From an optimization exercise on the open Yosys and OpenROAD flow, aimed at small area; shortcuts taken in it are not production practice.
Only simulation tests tie the RTL to the original design; equivalence was not proved.
Power and IR drop assume default switching activity.

// pu_sequencer
module pu_sequencer #(
   parameter int WIDTH = 32,
   parameter int LEN   = 8,
   parameter int ROWS  = 4
) (
   input  logic                             clk,
   input  logic                             rst,
   input  logic                             wr_en,
   input  logic                             wr_sel,
   input  logic [$clog2(ROWS*LEN)-1:0]      wr_addr,
   input  logic [WIDTH-1:0]                 wr_data,
   input  logic                             start,
   output logic                             busy,
   output logic                             done,
   output logic                             pu_en,
   output logic [WIDTH-1:0]                 pu_x1, pu_x2, pu_x3, pu_x4,
   output logic [WIDTH-1:0]                 pu_w1, pu_w2, pu_w3, pu_w4,
   input  logic [WIDTH-1:0]                 pu_data,
   output logic                             out_valid,
   output logic [((ROWS > 1) ? $clog2(ROWS) : 1)-1:0] out_row,
   output logic [WIDTH-1:0]                 out_data
);
export LEC_CHECK = 0
export CAP_MARGIN = 10
export CORE_MARGIN = 2
export CORE_UTILIZATION = 70
export SLEW_MARGIN = 10
export SYNTH_HIERARCHICAL = 1
create_clock -name core_clock -period 5.0 [get_ports {clk}]
standard.sh (not shown) runs the stock make flow with config.mk's settings and CLKGATE_MAP_FILE= SYNTH_SCRIPT=/design/flow/synth_recipe.tcl, a recipe that flattens the netlist after the stock synthesis.
==> flow/flow/run.sh <==
#!/bin/bash
# The standard layout, with the port buffers made from the smallest plain
# buffer, and a clock tree with larger sink clusters and no dummy loads.
set -euo pipefail
export BUFFER_PORTS_ARGS="-buffer_cell sky130_fd_sc_hd__buf_1"
export CTS_ARGS="-sink_clustering_enable -repair_clock_nets -dont_use_dummy_load -sink_clustering_size 28 -sink_clustering_max_diameter 60 -buf_list {sky130_fd_sc_hd__clkbuf_16}"
bash standard.sh > standard_flow.log 2>&1
Edit:
==> flow/flow/run.sh (replaced) <==
#!/bin/bash
# The standard layout, with the port buffers made from the smallest plain
# buffer, and a clock tree with larger sink clusters and no dummy loads.
set -euo pipefail
export BUFFER_PORTS_ARGS="-buffer_cell sky130_fd_sc_hd__buf_1"
export CTS_ARGS="-sink_clustering_enable -repair_clock_nets -dont_use_dummy_load -sink_clustering_size 24 -sink_clustering_max_diameter 80 -buf_list {sky130_fd_sc_hd__clkbuf_8 sky130_fd_sc_hd__clkbuf_16}"
bash standard.sh > standard_flow.log 2>&1
CORE_UTILIZATION = 75   (was 70)
SLEW_MARGIN = 0   (was 10)
Maximum frequency climbs by a few percent.
Clock-buffer cell count is lower by 8.
Sequential share of layout area came out higher by 0.27 points.
Power went down slightly.
Design area drops slightly.
Non-clock buffer count is lower by 3.
Hold slack improves by 0.0039 ns.
Routed wire length is about the same.
Area after synthesis does not change.
First-iteration DRC count goes up by about a fifth.
Edit:
==> flow/flow/run.sh (replaced) <==
#!/bin/bash
# The standard layout, with the port buffers made from the smallest plain
# buffer, a clock tree with larger sink clusters and no dummy loads, and
# the slack-driven downsizing after global routing turned on.
set -euo pipefail
export BUFFER_PORTS_ARGS="-buffer_cell sky130_fd_sc_hd__buf_1"
export CTS_ARGS="-sink_clustering_enable -repair_clock_nets -dont_use_dummy_load -sink_clustering_size 28 -sink_clustering_max_diameter 60 -buf_list {sky130_fd_sc_hd__clkbuf_16}"
export RECOVER_POWER=100
bash standard.sh > standard_flow.log 2>&1
CORE_UTILIZATION = 70   (was 75)
SLEW_MARGIN = 10   (was 0)
- The new run finished but failed the layout checks on max-capacitance violations, max-slew violations
- setup slack is worse by 0.19 ns
- clock skew grows by 0.0053 ns
- synthesized area does not change
- via count shrinks by 1.4%
Edit:
==> flow/run.sh (new file) <==
#!/bin/bash
# synth_recipe.tcl (not shown) runs the flow's synth.tcl, then flattens the netlist and writes it again
# the make line also repeats each setting of config.mk as NAME=value (left out here)
make -C /OpenROAD-flow-scripts/flow DESIGN_CONFIG=/design/flow/config.mk WORK_HOME=/design/flow/orfs CLKGATE_MAP_FILE= SYNTH_SCRIPT=/design/flow/synth_recipe.tcl finish
CAP_MARGIN = 20   (was 10)
CORE_UTILIZATION = 60   (was 70)
CTS_BUF_LIST = sky130_fd_sc_hd__clkbuf_4 sky130_fd_sc_hd__clkbuf_8   (was unset)
SLEW_MARGIN = 20   (was 10)
removed: flow/flow/run.sh
removed: flow/standard.sh
The new run completed, yet does not pass: negative setup slack.
Cell area grows by about 13%.
Power grows by 22%.
Sequential cell count stays the same.
Setup slack got worse by 0.15 ns.
Synthesized cell count is unchanged.
Clock skew shrinks by 0.0036 ns.
Area after synthesis is unchanged.
Count of clock-buffer cells in the layout grows by 261.
Non-clock buffer count grows by 25.
Edit:
==> flow/flow/run.sh (new file) <==
#!/bin/bash
# The standard layout, with the port buffers made from the smallest plain
# buffer, and a clock tree with larger sink clusters and no dummy loads.
set -euo pipefail
export BUFFER_PORTS_ARGS="-buffer_cell sky130_fd_sc_hd__buf_1"
export CTS_ARGS="-sink_clustering_enable -repair_clock_nets -dont_use_dummy_load -sink_clustering_size 30 -sink_clustering_max_diameter 70 -buf_list {sky130_fd_sc_hd__clkbuf_16}"
bash standard.sh > standard_flow.log 2>&1
==> flow/standard.sh (new file) <==
#!/bin/bash
# synth_recipe.tcl (not shown) runs the flow's synth.tcl, then flattens the netlist and writes it again
# the make line also repeats each setting of config.mk as NAME=value (left out here)
make -C /OpenROAD-flow-scripts/flow DESIGN_CONFIG=/design/flow/config.mk WORK_HOME=/design/flow/orfs CLKGATE_MAP_FILE= SYNTH_SCRIPT=/design/flow/synth_recipe.tcl "${@:-finish}"
CAP_MARGIN = 10   (was 20)
CORE_UTILIZATION = 70   (was 60)
CTS_BUF_LIST = unset   (was sky130_fd_sc_hd__clkbuf_4 sky130_fd_sc_hd__clkbuf_8)
PLACE_DENSITY = 0.95   (was unset)
SLEW_MARGIN = 10   (was 20)
removed: flow/run.sh
What happened: The new run passed the timing, DRC and antenna checks; first-iteration DRC count increases by 39%; hold slack improves by 0.0035 ns; total power decreases by 20%; clock skew increases by 0.027 ns; cell count decreases by 9.4%; area after synthesis does not change.

## separate check: timing with driven ports
How much do the figures lean on ideal ports? The routed layouts below were timed once more, with nothing changed but the port constraints.
Step 1 sets driving cells, clkbuf_16 on the clock port and buf_2 on the other inputs (assumed; they add their load-dependent delay and slew).
Step 2 also shifts input and output timing later by t, the mid clock arrival at the registers, as if the neighbouring blocks saw the same clock.
Slacks: no drivers / after step 1 / after step 2; pairs: no drivers / after step 1.
run	t, ns	slack for setup (ns)	cell pins on the clock port's net
the first run	0.693	0.161 / 0.092 / 0.785	1
the second run	0.728	0.317 / 0.249 / 0.978	1
the third run	0.692	0.122 / 0.053 / 0.110	1
the fourth run	0.910	-0.026 / -0.093 / 0.800	1
the fifth run	0.717	0.371 / 0.301 / 0.961	1
For the third run, which loses most, drivers alone change the setup slack by -0.069 ns; drivers and shift together by -0.012 ns.
